This design comes from an exercise in tuning for small area, a short achievable clock period and few clock cycles per item on the open sky130 flow, not from production work.
Where RTL was checked, it was by simulation tests only, not by an equivalence proof against the original.
Power figures rest on the tool's default switching activity, not on a simulated workload.

Setup of job 101:
Design weighted_write_coalescing_buffer_unit, start of the top module:
module weighted_write_coalescing_buffer_unit (
   input  logic                               clock,
   input  logic                               reset,
   input  logic                               req_valid,
   output logic                               req_ready,
   input  logic                               req_mode,
   input  logic [wwcb_pkg::ITEM_W-1:0]        req_item_id,
   input  logic [wwcb_pkg::MODEM_W-1:0]       req_modem_index,
   input  logic [wwcb_pkg::CLASS_W-1:0]       req_weight_class,
   output logic                               rsp_valid,
   input  logic                               rsp_ready,
   output logic [wwcb_pkg::ITEM_W-1:0]        rsp_out_item_id,
   output logic [wwcb_pkg::MODEM_W-1:0]       rsp_out_modem_index,
   output logic [wwcb_pkg::SERIAL_W-1:0]      rsp_batch_serial,
   output logic                               rsp_last,
   input  logic                               csr_psel,
   input  logic                               csr_penable,
   input  logic                               csr_pwrite,
   input  logic [wwcb_pkg::CSR_ADDR_W-1:0]    csr_paddr,
   input  logic [wwcb_pkg::CSR_DATA_W-1:0]    csr_pwdata,
   output logic [wwcb_pkg::CSR_DATA_W-1:0]    csr_prdata,
   output logic                               csr_pready
);
Settings: LEC_CHECK=0, CAP_MARGIN=20, CORE_MARGIN=2, CORE_UTILIZATION=65, SETUP_SLACK_MARGIN=2.5, SLEW_MARGIN=20; clock period 6.0 ns.
run.sh (not shown) runs the stock make flow with config.mk's settings and CLKGATE_MAP_FILE= SYNTH_SCRIPT=/design/flow/synth_recipe.tcl, a recipe that flattens the netlist after the stock synthesis.
Job 101 has completed all stages; timing, DRC and antenna checks passed.
Input-level comparison between job 102 and job 101:
- a change of CORE_UTILIZATION from 65 to 40
Results
Job 102 ends up with a setup slack that is 0.043 ns higher than in job 101.
Diff job 101 -> job 102 | total power consumption of the routed design | increase of 1.8%
Sequential share of layout area delta for job 102 relative to job 101: 0.71 points lower
No functional check of the RTL was part of any run of this note.


## trial 96
Another version of the RTL of weighted_write_coalescing_buffer_unit (not shown whole).
For scale: ~150 I/O pins.
==> flow/config.mk <==
export PLATFORM = sky130hd
export DESIGN_NAME = weighted_write_coalescing_buffer_unit
export DESIGN_NICKNAME = weighted_write_coalescing_buffer_unit
export VERILOG_FILES = /design/flow/design.v
export SDC_FILE = /design/flow/constraint.sdc
export NUM_CORES = 4
export LEC_CHECK = 0
export CAP_MARGIN = 20
export CORE_MARGIN = 2
export CORE_UTILIZATION = 40
export SETUP_SLACK_MARGIN = 2.5
export SLEW_MARGIN = 20
==> flow/constraint.sdc <==
create_clock -name core_clock -period 6.0 [get_ports {clock}]
set_input_delay 1.2000 -clock core_clock [delete_from_list [all_inputs] [get_ports {clock}]]
set_output_delay 1.2000 -clock core_clock [all_outputs]
set_load 0.01 [all_outputs]
Trial 96 finished all stages; the layout is clean.
Testbench counts of trial 96, summed over its fixed seeds: cycles 12,318, items 12,000.
[inputs] trial 39 vs trial 96
# trial 96
export LEC_CHECK = 0
export CAP_MARGIN = 20
export CORE_MARGIN = 2
export CORE_UTILIZATION = 40
export SETUP_SLACK_MARGIN = 2.5
export SLEW_MARGIN = 20
create_clock -name core_clock -period 6.0 [get_ports {clock}]
# trial 39
export LEC_CHECK = 0
export CAP_MARGIN = 20
export CORE_MARGIN = 2
export CORE_UTILIZATION = 40
export SETUP_SLACK_MARGIN = 2.8
export SLEW_MARGIN = 20
create_clock -name core_clock -period 6.0 [get_ports {clock}]
Notes after the runs:
u_ctrl.s_cls[1] as the beginning of the critical path was reported by trial 39, and req_modem_index[2] by trial 96. Post-route cell area in trial 39 is 5.1% above trial 96. On trial 39: slack of the critical path is 0.0072 ns lower than what trial 96 gave. Relative to trial 96, the pin count of the biggest net entering global routing measured on trial 39 has decreased slightly. Cells: trial 39 has more instances than trial 96.


weighted_write_coalescing_buffer_unit, a different RTL version from the one above (not shown whole).
Size: ~3,000 cells after synthesis, roughly 830 flip-flops, about 150 I/O pins.
clock: 6.0 ns
lec_check: 0
cap_margin: 20
core_margin: 2
core_utilization: 40
setup_slack_margin: 2.5
slew_margin: 20
The starting point completed with no timing, DRC or antenna violations.
Next try:
--- a/flow/config.mk
+++ b/flow/config.mk
@@ -10,3 +10,3 @@
 export CORE_UTILIZATION = 40
-export SETUP_SLACK_MARGIN = 2.5
+export SETUP_SLACK_MARGIN = 3.0
 export SLEW_MARGIN = 20
Effect: Cell area increases by 2.8%; area after synthesis stays the same; utilization rises by 1.3 points.
No functional check of the RTL was part of any run of this note.


Another version of the RTL of weighted_write_coalescing_buffer_unit (not shown whole).
Size: ~3,200 cells after synthesis, roughly 0.040 mm^2 of cells after synthesis.
==> flow/config.mk <==
export PLATFORM = sky130hd
export DESIGN_NAME = weighted_write_coalescing_buffer_unit
export DESIGN_NICKNAME = weighted_write_coalescing_buffer_unit
export VERILOG_FILES = /design/flow/design.v
export SDC_FILE = /design/flow/constraint.sdc
export NUM_CORES = 4
export LEC_CHECK = 0
export CAP_MARGIN = 20
export CORE_MARGIN = 2
export CORE_UTILIZATION = 40
export SETUP_SLACK_MARGIN = 3.1
export SLEW_MARGIN = 20
==> flow/constraint.sdc <==
create_clock -name core_clock -period 6.0 [get_ports {clock}]
set_input_delay 1.2000 -clock core_clock [delete_from_list [all_inputs] [get_ports {clock}]]
set_output_delay 1.2000 -clock core_clock [all_outputs]
set_load 0.01 [all_outputs]
The baseline produced a clean layout.
Testbench counts at the start, summed over its fixed seeds: cycles 12,315, items 12,000.
Change:
Settings changed: SETUP_SLACK_MARGIN 3.1 to 3.2.
After rerunning:
- With this change the flow produced a layout that fails on max-slew violations
- utilization increases by 1.5 points
- maximum frequency decreases by roughly a tenth
- register-to-register slack degrades by 0.49 ns
- via count increases slightly
- clock skew increases by 0.023 ns
- global-route usage increases by 0.78 points
- sequential share of layout area decreases by 1.4 points
- total power increases slightly
Change:
Settings changed: SETUP_SLACK_MARGIN 3.2 to 2.2.
What happened: This time the run finished clean; die area is unchanged; core utilization goes down by 4.1 points; hold slack gets worse by 0.018 ns; clock power goes up by 9.7%; global-route usage goes down by 2.2 points; worst setup slack gets worse by 0.036 ns.
Change:
Settings changed: SETUP_SLACK_MARGIN 2.2 to 2.8.
The new run produced a clean layout.
Final cell count is higher by 0.78%.
Worst hold slack improved by 0.0053 ns.
Wire length is higher by 1.9%.
Design area is higher by 2.1%.
Setup slack improved by 0.48 ns.
Global-route usage is higher by 0.54 points.
Synthesized area does not change.
Die area stays the same.
Clock-buffer cell count is lower by 3.


run A:
Another version of the RTL of weighted_write_coalescing_buffer_unit (not shown whole).
Size in the first run: ~3200 cells after synthesis, ~860 flip-flops, about 150 I/O pins.
clock: 6.0 ns
lec_check: 0
cap_margin: 20
core_margin: 2
core_utilization: 40
setup_slack_margin: 3.0
slew_margin: 20
Testbench counts of run A, summed over its fixed seeds: cycles 12,315, items 12,000.
### run A -> run B
Settings: SETUP_SLACK_MARGIN now 2.8, was 3.0.
Findings:
Global-route wire length before repair: run B < run A
Power consumed by sequential cells across run B and run A: no real change.
The timing endpoint of the critical path comes out u_ctrl.o_key[4] in one run and u_entry_ram.eqv[26] in the other, namely in run A and run B respectively.
Compared to run A, run B has net count of the finished layout 0.85% lower.
Higher minimum period implied by the final worst setup slack was reported by run B, not run A.


== build 44 ==
weighted_write_coalescing_buffer_unit with an RTL version that a note above also has.
Size in the first run: about 3,200 cells after synthesis, about 150 I/O pins.
// weighted_write_coalescing_buffer_unit
module weighted_write_coalescing_buffer_unit (
   input  logic                               clock,
   input  logic                               reset,
   input  logic                               req_valid,
   output logic                               req_ready,
   input  logic                               req_mode,
   input  logic [wwcb_pkg::ITEM_W-1:0]        req_item_id,
   input  logic [wwcb_pkg::MODEM_W-1:0]       req_modem_index,
   input  logic [wwcb_pkg::CLASS_W-1:0]       req_weight_class,
   output logic                               rsp_valid,
   input  logic                               rsp_ready,
   output logic [wwcb_pkg::ITEM_W-1:0]        rsp_out_item_id,
   output logic [wwcb_pkg::MODEM_W-1:0]       rsp_out_modem_index,
   output logic [wwcb_pkg::SERIAL_W-1:0]      rsp_batch_serial,
   output logic                               rsp_last,
   input  logic                               csr_psel,
   input  logic                               csr_penable,
   input  logic                               csr_pwrite,
   input  logic [wwcb_pkg::CSR_ADDR_W-1:0]    csr_paddr,
   input  logic [wwcb_pkg::CSR_DATA_W-1:0]    csr_pwdata,
   output logic [wwcb_pkg::CSR_DATA_W-1:0]    csr_prdata,
   output logic                               csr_pready
);
make LEC_CHECK=0 CAP_MARGIN=20 CORE_MARGIN=2 CORE_UTILIZATION=40 SETUP_SLACK_MARGIN=2.5 SLEW_MARGIN=20 finish   # period 6.0 ns
Testbench counts of build 44, summed over its fixed seeds: cycles 12,315, items 12,000.
Here is what was changed in the inputs of build 66 compared with build 44.
# build 44
export LEC_CHECK = 0
export CAP_MARGIN = 20
export CORE_MARGIN = 2
export CORE_UTILIZATION = 40
export SETUP_SLACK_MARGIN = 2.5
export SLEW_MARGIN = 20
create_clock -name core_clock -period 6.0 [get_ports {clock}]
# build 66
export LEC_CHECK = 0
export CAP_MARGIN = 20
export CORE_MARGIN = 2
export CORE_UTILIZATION = 40
export CTS_BUF_LIST = sky130_fd_sc_hd__clkbuf_4
export SETUP_SLACK_MARGIN = 2.8
export SLEW_MARGIN = 20
create_clock -name core_clock -period 6.0 [get_ports {clock}]
- No stage failed in build 66, and the final checks on the layout all came back clean.
- Diff build 44 -> build 66: total vias in the final route shows an increase of 1,150, initial antenna violation count picked up an extra 3, fraction of standard cell area that is sequential has decreased, routed wire length climbed 3.0%, critical path depth lower.
- Side by side, clock period minus worst slack turned out lower in build 66 than in build 44.
- Summary of build 66 over build 44: leakage power figure now sits higher; number of stages on the worst hold path stayed essentially flat.
- Build 66 -> build 44: combined flip-flop and latch cell area flat
- Of build 66 and build 44, the lower placed wire-length estimate after detailed placement belongs to build 44.
- Build 66: met2 track utilization from global routing is 0.79 points higher than what build 44 reported.
Input changes introduced in build 49 (baseline for comparison: build 66):
# build 66
export LEC_CHECK = 0
export CAP_MARGIN = 20
export CORE_MARGIN = 2
export CORE_UTILIZATION = 40
export CTS_BUF_LIST = sky130_fd_sc_hd__clkbuf_4
export SETUP_SLACK_MARGIN = 2.8
export SLEW_MARGIN = 20
create_clock -name core_clock -period 6.0 [get_ports {clock}]
# build 49
export LEC_CHECK = 0
export CAP_MARGIN = 20
export CORE_MARGIN = 2
export CORE_UTILIZATION = 40
export SETUP_SLACK_MARGIN = 2.5
export SLEW_MARGIN = 20
create_clock -name core_clock -period 6.0 [get_ports {clock}]
==> flow/flow/run.sh (new file) <==
#!/bin/bash
# Standard layout, with the port buffers made from buf_4 cells instead of the default choice.
cp standard.sh standard_sh_copy.txt
export BUFFER_PORTS_ARGS="-buffer_cell sky130_fd_sc_hd__buf_4"
bash standard.sh > standard_flow.log 2>&1
status=$?
exit $status
==> flow/standard.sh (new file) <==
#!/bin/bash
# synth_recipe.tcl (not shown) runs the flow's synth.tcl, then flattens the netlist and writes it again
# the make line also repeats each setting of config.mk as NAME=value (left out here)
make -C /OpenROAD-flow-scripts/flow DESIGN_CONFIG=/design/flow/config.mk WORK_HOME=/design/flow/orfs CLKGATE_MAP_FILE= SYNTH_SCRIPT=/design/flow/synth_recipe.tcl "${@:-finish}"
removed: flow/run.sh
==> comparison <==
- Build 49: post-layout total power 5.3% above build 66
- Between build 66 and build 49, the sequential cell power does not differ in any meaningful way.
- Build 49 vs build 66, switching power share of the total went down by 2.1 points.
- STATUS final area: build 49 wins against build 66
- In build 49, relative contribution of the clock network to total power is higher than in build 66.

==> port drivers added, routing unchanged <==
No port has a modelled driver above. Below, the same layouts with a new extraction and two added sets of constraints.
Step 1 (the two cells are an assumption about what drives the block):
set clk [get_ports {clock}]
set_driving_cell -lib_cell sky130_fd_sc_hd__clkbuf_16 $clk
set_driving_cell -lib_cell sky130_fd_sc_hd__buf_2 [delete_from_list [all_inputs] $clk]
Step 2 adds t to the input delays and takes it off the output delays; t is the mean of the earliest and latest rising clock arrival at the registers after step 1. Input paths then give back, and output paths get back, about the clock's delay inside the block.
Slacks: ideal / step 1 / step 2; pairs: ideal / step 1.
run | shift t [ns] | setup slack, ns | worst hold slack (ns) | worst setup path after step 2 | worst data-port slew with drivers (ns)
job 101 | 0.713 | 2.327 / 2.327 / 1.693 | 0.471 / 0.471 / 0.471 | input to register | 0.08
job 102 | 0.738 | 2.370 / 2.419 / 1.680 | 0.474 / 0.474 / 0.474 | input to register | 0.11
trial 96 | 0.755 | 2.318 / 2.326 / 1.598 | 0.469 / 0.469 / 0.469 | input to register | 0.07
trial 39 | 0.740 | 2.310 / 2.300 / 1.751 | 0.470 / 0.470 / 0.470 | input to register | 0.07
the first run of note 3 | 0.741 | 2.326 / 2.326 / 1.900 | 0.470 / 0.470 / 0.470 | input to register | 0.09
the second run of note 3 | 0.736 | 2.292 / 2.292 / 2.099 | 0.471 / 0.471 / 0.471 | input to register | 0.08
the first run of note 4 | 0.746 | 2.660 / 2.660 / 2.308 | 0.415 / 0.415 / 0.415 | input to register | 0.04
the second run of note 4 | 0.761 | 2.174 / 2.174 / 2.174 | 0.437 / 0.437 / 0.437 | register to register | 0.04
the third run of note 4 | 0.750 | 2.137 / 2.137 / 1.743 | 0.419 / 0.419 / 0.419 | input to register | 0.07
the fourth run of note 4 | 0.742 | 2.612 / 2.612 / 2.183 | 0.424 / 0.424 / 0.424 | input to register | 0.06
run A | 0.749 | 2.895 / 2.871 / 2.436 | 0.419 / 0.419 / 0.419 | input to register | 0.05
run B | 0.750 | 2.655 / 2.604 / 2.294 | 0.428 / 0.428 / 0.428 | input to register | 0.03
build 44 | 0.750 | 2.333 / 2.333 / 1.910 | 0.419 / 0.419 / 0.419 | input to register | 0.07
build 66 | 1.179 | 2.337 / 2.269 / 1.945 | 0.417 / 0.417 / 0.417 | input to register | 0.06
build 49 | 0.731 | 2.333 / 2.333 / 2.333 | 0.418 / 0.418 / 0.418 | register to register | 0.10
For trial 96, which loses most, drivers alone change the setup slack by +0.008 ns; drivers and shift together by -0.720 ns.
